Source: an optimization exercise on an open RTL-to-GDS flow (aim: small area, a short achievable clock period and few clock cycles). Production flows keep margins and buffers that such runs may drop. At most, simulation tests tie the RTL to the original design; equivalence was not proved.

==> inputs of lagoon <==
==> flow/design.v (excerpt) <==
module sha_accel_top
(
    input  logic        clk,
    input  logic        areset,
    input  logic        csr_read,
    input  logic        csr_write,
    input  logic [3:0]  csr_address,
    input  logic [31:0] csr_writedata,
    output logic [31:0] csr_readdata,
    output logic        csr_waitrequest
);
Settings: LEC_CHECK=0, CAP_MARGIN=20, CORE_MARGIN=2, CORE_UTILIZATION=40, SETUP_SLACK_MARGIN=5, SLEW_MARGIN=20; clock period 10.0 ns.
run.sh (not shown) runs the stock make flow with config.mk's settings and CLKGATE_MAP_FILE= SYNTH_SCRIPT=/design/flow/synth_recipe.tcl, a recipe that flattens the netlist after the stock synthesis.
==> inputs of violet, as changes to lagoon <==
--- a/flow/design.v
+++ b/flow/design.v
@@ -118,31 +118,20 @@
     input  logic         csr_write,
     input  logic [3:0]   csr_address,
     input  logic [31:0]  csr_writedata,
     input  logic         data_ready,
     input  logic         done_status,
-    input  logic         done_next,
     input  logic [255:0] digest,
-    input  logic         digest0_new,
-    input  logic [31:0]  digest0_next,
     output logic         start,
     output logic         data_go,
     output logic [25:0]  len_blocks,
     output logic [31:0]  csr_readdata,
     output logic         csr_waitrequest
 );
-    logic        wr_ctrl;
-    logic        wr_data;
-    logic        wr_len;
-    logic        rd_dig;        
-    logic [2:0]  rd_idx;        
-    logic        hit;
-    logic        rd_stall;
-    logic        nxt_dig;
-    logic [2:0]  nxt_idx;
-    logic [31:0] rdata;
-    logic [31:0] dig_word;
+    logic wr_ctrl;
+    logic wr_data;
+    logic wr_len;
     assign wr_ctrl = csr_write && (csr_address[1:0] == 2'd1);
     assign wr_data = csr_write && (csr_address[1:0] == 2'd2);
     assign wr_len  = csr_write && (csr_address[1:0] == 2'd3);
     assign start   = wr_ctrl && csr_writedata[4];
     assign data_go = wr_data && data_ready;
@@ -151,62 +140,23 @@
         if (areset)
             len_blocks <= '0;
         else if (wr_len)
             len_blocks <= csr_writedata[31:6];
     end
-    assign hit = (csr_address[3] == rd_dig)
-              && (!rd_dig || (csr_address[2:0] == rd_idx));
-    assign rd_stall = csr_read && !hit;
     always_comb
     begin
-        nxt_dig = rd_dig;
-        nxt_idx = rd_idx;
-        if (rd_stall)
-        begin
-            nxt_dig = csr_address[3];
-            nxt_idx = csr_address[2:0];
-        end
-        else if (csr_read)
-        begin
-            if (rd_dig)
-            begin
-                nxt_dig = (rd_idx != 3'd7);
-                nxt_idx = rd_idx + 3'd1;
-            end
-            else if (done_status)
-            begin
-                nxt_dig = 1'b1;
-                nxt_idx = 3'd0;
-            end
-        end
-    end
-    always_ff @(posedge clk or posedge areset)
-    begin
-        if (areset)
-        begin
-            rd_dig <= 1'b0;
-            rd_idx <= '0;
-        end
+        if (csr_address[3])
+            csr_readdata = sha_pkg::bswap32(digest[32*csr_address[2:0] +: 32]);
         else
         begin
-            rd_dig <= nxt_dig;
-            rd_idx <= nxt_idx;
+            csr_readdata = '0;
+            csr_readdata[5] = done_status;
         end
     end
-    assign dig_word = (digest0_new && nxt_idx == 3'd0) ? digest0_next
-                                                       : digest[32*nxt_idx +: 32];
-    always_comb
-    begin
-        rdata = '0;
-        if (nxt_dig)
-            rdata = sha_pkg::bswap32(dig_word);
-        else
-            rdata[5] = done_next;
-    end
-    always_ff @(posedge clk)
-        csr_readdata <= rdata;
-    assign csr_waitrequest = rd_stall || (wr_data && !data_ready);
+    assign csr_waitrequest = wr_data && !data_ready;
+    logic unused;
+    assign unused = csr_read;
 endmodule
 module block_assembler
 (
     input  logic        clk,
     input  logic        areset,
@@ -219,12 +169,11 @@
     output logic        use_pad,
     output logic [31:0] pad_word,
     output logic        round_go,
     output logic        chain,
     output logic        fin,
-    output logic        done_status,
-    output logic        done_next
+    output logic        done_status
 );
     logic        busy;
     logic        ended;
     logic        pad;
     logic        last_blk;
@@ -246,18 +195,10 @@
             4'd14:   pad_word = {29'b0, len_blocks[25:23]};
             4'd15:   pad_word = {len_blocks[22:0], 9'b0};
             default: pad_word = '0;
         endcase
     end
-    assign done_next = !start && (done_status || (last_rnd && last_blk));
-    always_ff @(posedge clk or posedge areset)
-    begin
-        if (areset)
-            done_status <= 1'b0;
-        else
-            done_status <= done_next;
-    end
     always_ff @(posedge clk or posedge areset)
     begin
         if (areset)
         begin
             busy        <= 1'b0;
@@ -266,10 +207,11 @@
             last_blk    <= 1'b0;
             last_rnd    <= 1'b0;
             chain_rnd   <= 1'b0;
             round_go    <= 1'b0;
             fin         <= 1'b0;
+            done_status <= 1'b0;
             step_t      <= '0;
             blk_left    <= '0;
         end
         else
         begin
@@ -281,10 +223,11 @@
             begin
                 busy        <= 1'b1;
                 ended       <= 1'b0;
                 pad         <= (len_blocks == '0);
                 last_blk    <= 1'b0;
+                done_status <= 1'b0;
                 step_t      <= '0;
                 blk_left    <= len_blocks;
             end
             else
             begin
@@ -292,10 +235,12 @@
                 begin
                     ended <= 1'b0;
                     if (last_blk)
                         busy <= 1'b0;
                 end
+                if (last_rnd && last_blk)
+                    done_status <= 1'b1;
                 if (step_go)
                 begin
                     step_t <= step_t + 6'd1;
                     if (step_t == 6'd63)
                     begin
@@ -324,12 +269,11 @@
     input  logic [31:0]  pad_word,
     input  logic [31:0]  bus_word,
     input  logic         round_go,
     input  logic         chain,
     input  logic         fin,
-    output logic [255:0] digest,
-    output logic [31:0]  digest0_next
+    output logic [255:0] digest
 );
     localparam logic [255:0] IV = {
         32'h5be0cd19, 32'h1f83d9ab, 32'h9b05688c, 32'h510e527f,
         32'ha54ff53a, 32'h3c6ef372, 32'hbb67ae85, 32'h6a09e667
     };
@@ -412,11 +356,10 @@
             hv <= hv_rot;
         else if (start)
             hv <= IV;
     end
     assign digest = hv;
-    assign digest0_next = ha_sum;
 endmodule
 module sha_accel_top
 (
     input  logic        clk,
     input  logic        areset,
@@ -430,12 +373,10 @@
     logic         start;
     logic         data_go;
     logic         data_ready;
     logic [25:0]  len_blocks;
     logic         done_status;
-    logic         done_next;
-    logic [31:0]  digest0_next;
     logic [255:0] digest;
     logic         step_go;
     logic [5:0]   step_t;
     logic         use_pad;
     logic [31:0]  pad_word;
@@ -449,13 +390,10 @@
         .csr_write       (csr_write),
         .csr_address     (csr_address),
         .csr_writedata   (csr_writedata),
         .data_ready      (data_ready),
         .done_status     (done_status),
-        .done_next       (done_next),
-        .digest0_new     (fin),
-        .digest0_next    (digest0_next),
         .digest          (digest),
         .start           (start),
         .data_go         (data_go),
         .len_blocks      (len_blocks),
         .csr_readdata    (csr_readdata),
@@ -473,12 +411,11 @@
         .use_pad     (use_pad),
         .pad_word    (pad_word),
         .round_go    (round_go),
         .chain       (chain),
         .fin         (fin),
-        .done_status (done_status),
-        .done_next   (done_next)
+        .done_status (done_status)
     );
     sha256_core u_core (
         .clk      (clk),
         .start    (start),
         .step_go  (step_go),
@@ -487,9 +424,8 @@
         .pad_word (pad_word),
         .bus_word (csr_writedata),
         .round_go (round_go),
         .chain    (chain),
         .fin      (fin),
-        .digest   (digest),
-        .digest0_next (digest0_next)
+        .digest   (digest)
     );
 endmodule
Settings changed: SETUP_SLACK_MARGIN 5 to not set.
==> inputs of maple, as changes to lagoon <==
--- a/flow/design.v
+++ b/flow/design.v
@@ -222,42 +222,75 @@
     output logic        chain,
     output logic        fin,
     output logic        done_status,
     output logic        done_next
 );
-    logic        busy;
-    logic        ended;
-    logic        pad;
-    logic        last_blk;
+    logic        busy, busy_n;
+    logic        ended, ended_n;
+    logic        pad, pad_n;
+    logic        last_blk, last_blk_n;
+    logic [5:0]  step_n;
+    logic [25:0] blk_left, blk_n;
+    logic        one_left, one_n;   
     logic        last_rnd;
     logic        chain_rnd;
-    logic [25:0] blk_left;
+    logic        staged;
     logic        can_step;
     logic        msg_phase;
-    assign can_step   = busy && (!ended || fin);
-    assign msg_phase  = !pad && (step_t[5:4] == 2'd0);
-    assign data_ready = can_step && msg_phase;
-    assign step_go    = can_step && (msg_phase ? data_go : 1'b1);
-    assign use_pad    = pad;
-    assign chain      = chain_rnd || fin;
+    assign can_step  = busy && (!ended || fin);
+    assign msg_phase = !pad && (step_t[5:4] == 2'd0);
+    assign step_go   = can_step && (msg_phase ? staged : 1'b1);
+    logic [3:0] pad_idx;
+    assign use_pad   = start ? (len_blocks == '0) : pad_n;
+    assign pad_idx   = start ? 4'd0 : step_n[3:0];
+    assign chain     = chain_rnd || fin;
     always_comb
     begin
-        case (step_t[3:0])
+        case (pad_idx)
             4'd0:    pad_word = 32'h8000_0000;
             4'd14:   pad_word = {29'b0, len_blocks[25:23]};
             4'd15:   pad_word = {len_blocks[22:0], 9'b0};
             default: pad_word = '0;
         endcase
     end
-    assign done_next = !start && (done_status || (last_rnd && last_blk));
-    always_ff @(posedge clk or posedge areset)
+    always_comb
     begin
-        if (areset)
-            done_status <= 1'b0;
-        else
-            done_status <= done_next;
+        busy_n     = busy;
+        ended_n    = ended;
+        pad_n      = pad;
+        last_blk_n = last_blk;
+        step_n     = step_t;
+        blk_n      = blk_left;
+        one_n      = one_left;
+        if (fin)
+        begin
+            ended_n = 1'b0;
+            if (last_blk)
+                busy_n = 1'b0;
+        end
+        if (step_go)
+        begin
+            step_n = step_t + 6'd1;
+            if (step_t == 6'd63)
+            begin
+                ended_n = 1'b1;
+                if (pad)
+                    last_blk_n = 1'b1;
+                else
+                begin
+                    blk_n = blk_left - 26'd1;
+                    one_n = (blk_left == 26'd2);
+                    if (one_left)
+                        pad_n = 1'b1;
+                end
+            end
+        end
     end
+    assign data_ready = busy && !pad
+                     && ((can_step && ((step_t < 6'd15) || (step_t == 6'd15 && !staged)))
+                         || last_rnd);
+    assign done_next = !start && (done_status || (last_rnd && last_blk));
     always_ff @(posedge clk or posedge areset)
     begin
         if (areset)
         begin
             busy        <= 1'b0;
@@ -266,53 +299,44 @@
             last_blk    <= 1'b0;
             last_rnd    <= 1'b0;
             chain_rnd   <= 1'b0;
             round_go    <= 1'b0;
             fin         <= 1'b0;
+            staged      <= 1'b0;
+            done_status <= 1'b0;
             step_t      <= '0;
             blk_left    <= '0;
+            one_left    <= 1'b0;
         end
         else
         begin
-            round_go <= step_go;
-            last_rnd <= step_go && (step_t == 6'd63);
-            chain_rnd <= step_go && (step_t >= 6'd61);
-            fin      <= last_rnd;
             if (start)
             begin
-                busy        <= 1'b1;
-                ended       <= 1'b0;
-                pad         <= (len_blocks == '0);
-                last_blk    <= 1'b0;
-                step_t      <= '0;
-                blk_left    <= len_blocks;
+                busy     <= 1'b1;
+                ended    <= 1'b0;
+                pad      <= (len_blocks == '0);
+                last_blk <= 1'b0;
+                step_t   <= '0;
+                blk_left <= len_blocks;
+                one_left <= (len_blocks == 26'd1);
             end
             else
             begin
-                if (fin)
-                begin
-                    ended <= 1'b0;
-                    if (last_blk)
-                        busy <= 1'b0;
-                end
-                if (step_go)
-                begin
-                    step_t <= step_t + 6'd1;
-                    if (step_t == 6'd63)
-                    begin
-                        ended <= 1'b1;
-                        if (pad)
-                            last_blk <= 1'b1;
-                        else
-                        begin
-                            blk_left <= blk_left - 26'd1;
-                            if (blk_left == 26'd1)
-                                pad <= 1'b1;
-                        end
-                    end
-                end
+                busy     <= busy_n;
+                ended    <= ended_n;
+                pad      <= pad_n;
+                last_blk <= last_blk_n;
+                step_t   <= step_n;
+                blk_left <= blk_n;
+                one_left <= one_n;
             end
+            done_status <= done_next;
+            round_go    <= step_go;
+            last_rnd    <= step_go && (step_t == 6'd63);
+            chain_rnd   <= step_go && (step_t >= 6'd61);
+            fin         <= last_rnd;
+            staged      <= data_go;
         end
     end
 endmodule
 module sha256_core
 (
@@ -336,52 +360,50 @@
     function automatic logic [63:0] csa(input logic [31:0] x, input logic [31:0] y,
                                         input logic [31:0] z);
         csa = {((x & y) | (x & z) | (y & z)) << 1, x ^ y ^ z};
     endfunction
     logic [15:0][31:0] w;       
-    logic [31:0]       kq;      
+    logic [31:0]       wn;      
+    logic [31:0]       bus_q;   
+    logic [31:0]       k_t;     
     logic [31:0]       hkw;     
     logic [7:0][31:0]  wv;      
     logic [7:0][31:0]  hv;      
     logic [31:0] a, b, c, d, e, f, g, h;
     assign {h, g, f, e, d, c, b, a} = wv;
     logic [31:0] in_word;
     logic [31:0] s0w, s1w;
     logic [63:0] sc1, sc2;
-    logic [63:0] kc1, kc2, kc3;
-    logic [63:0] ec1;
+    logic [63:0] hc1;
+    logic [31:0] w_t;
     logic [31:0] sch_word;
     logic [31:0] h_in;
-    logic [31:0] hkw_late, hkw_early;
     logic        early;
     assign early   = (step_t[5:4] == 2'd0);
-    assign in_word = use_pad ? pad_word : sha_pkg::bswap32(bus_word);
-    assign s0w = sha_pkg::rotr(w[1], 7) ^ sha_pkg::rotr(w[1], 18) ^ (w[1] >> 3);
-    assign s1w = sha_pkg::rotr(w[14], 17) ^ sha_pkg::rotr(w[14], 19) ^ (w[14] >> 10);
-    assign sc1 = csa(w[0], w[9], s0w);
+    assign in_word = bus_q;
+    assign s0w = sha_pkg::rotr(w[2], 7) ^ sha_pkg::rotr(w[2], 18) ^ (w[2] >> 3);
+    assign s1w = sha_pkg::rotr(w[15], 17) ^ sha_pkg::rotr(w[15], 19) ^ (w[15] >> 10);
+    assign sc1 = csa(w[1], w[10], s0w);
     assign sc2 = csa(sc1[31:0], sc1[63:32], s1w);
     assign sch_word = sc2[31:0] + sc2[63:32];
-    assign kc1 = csa(g, kq, w[9]);
-    assign kc2 = csa(kc1[31:0], kc1[63:32], w[0]);
-    assign kc3 = csa(kc2[31:0], kc2[63:32], s0w);
-    logic [63:0] kc4;
-    assign kc4 = csa(kc3[31:0], kc3[63:32], s1w);
-    assign hkw_late = kc4[31:0] + kc4[63:32];
     assign h_in = round_go ? g : (fin ? hv[6] : h);
-    assign ec1 = csa(h_in, kq, in_word);
-    assign hkw_early = ec1[31:0] + ec1[63:32];
+    assign w_t = early ? in_word : wn;
+    assign hc1 = csa(h_in, k_t, w_t);
+    always_ff @(posedge clk)
+        bus_q <= use_pad ? pad_word : sha_pkg::bswap32(bus_word);
     always_ff @(posedge clk)
     begin
         if (step_go)
         begin
-            w   <= {(early ? in_word : sch_word), w[15:1]};
-            hkw <= early ? hkw_early : hkw_late;
+            w   <= {w_t, w[15:1]};
+            wn  <= sch_word;
+            hkw <= hc1[31:0] + hc1[63:32];
         end
         if (start)
-            kq <= 32'h428a2f98;
+            k_t <= 32'h428a2f98;
         else if (step_go)
-            kq <= sha_pkg::k_next(step_t);
+            k_t <= sha_pkg::k_next(step_t);
     end
     logic [31:0] bs0, bs1, ch, maj;
     logic [63:0] re1, re2, ra1, ra2, ra3;
     logic [31:0] a_new, e_new;
     assign bs0 = sha_pkg::rotr(a, 2) ^ sha_pkg::rotr(a, 13) ^ sha_pkg::rotr(a, 22);
==> results.yml <==
status:
  status: "no timing/DRC/antenna violations"
finish:
  nNetsFinal: 6103
route:
  highest_layer: "met5"
worst_setup_path:
  required_ns: 10.53
synthesis:
  synth_top_family_by_area: "compound AO/OA/AOI/OAI gates"
sta:
  whs_ns: 0.4019
The numbers above come from maple.

==> results.yml <==
finish:
  reg_top3: "u_core.w x512, u_core.hv x256, u_core.wv x256"
  nNetsFinal: 6308
  seq_share: 0.4491
  largest_class: "registers"
route:
  highest_layer: "met4"
worst_setup_path:
  worst_path_max_delay_cell: "o2bb2ai_1"
status:
  status: "no timing/DRC/antenna violations"
sta:
  whs_ns: 0.3725
  finalHoldViolCount: 0
synthesis:
  synth_top_family_by_area: "adder cells"
  yosys_warnings: 3
The numbers above come from violet.

==> results.yml <==
placement:
  portBuffers: 72
synthesis:
  synth_top_family_by_area: "adder cells"
status:
  status: "no timing/DRC/antenna violations"
sta:
  finalHoldViolCount: 0
  whs_ns: 0.3832
route:
  highest_layer: "met5"
finish:
  nNetsFinal: 6720
worst_setup_path:
  required_ns: 10.51
The numbers above come from lagoon.

Testbench counts of lagoon, summed over its fixed seeds: cycles 27,557.
Testbench counts of maple, summed over its fixed seeds: cycles 27,660.
For violet, only the layout was checked, not whether the RTL still works.

==> what the ideal ports hide <==
How much do the figures lean on ideal ports? The routed layouts below were timed once more, with nothing changed but the port constraints. Step 1 assumes that a clkbuf_16 drives the clock port and a buf_2 every other input. Step 2 adds t to the input delays and takes it off the output delays; t is the mean of the earliest and latest rising clock arrival at the registers after step 1. Input paths then give back, and output paths get back, about the clock's delay inside the block. Slacks: no drivers / after step 1 / after step 2; pairs: no drivers / after step 1.
| run | t (ns) | setup WS [ns] | pins driven straight from the clock port |
|---|---|---|---|
| lagoon | 0.886 | 4.829 / 4.829 / 4.091 | 1 |
| violet | 0.879 | 3.179 / 3.179 / 2.834 | 1 |
| maple | 0.853 | 5.046 / 5.046 / 4.396 | 1 |
After both steps every run listed still meets setup and hold. The setup slack of lagoon, which loses most, moves by 0.000 ns with the drivers and by -0.738 ns with both steps.
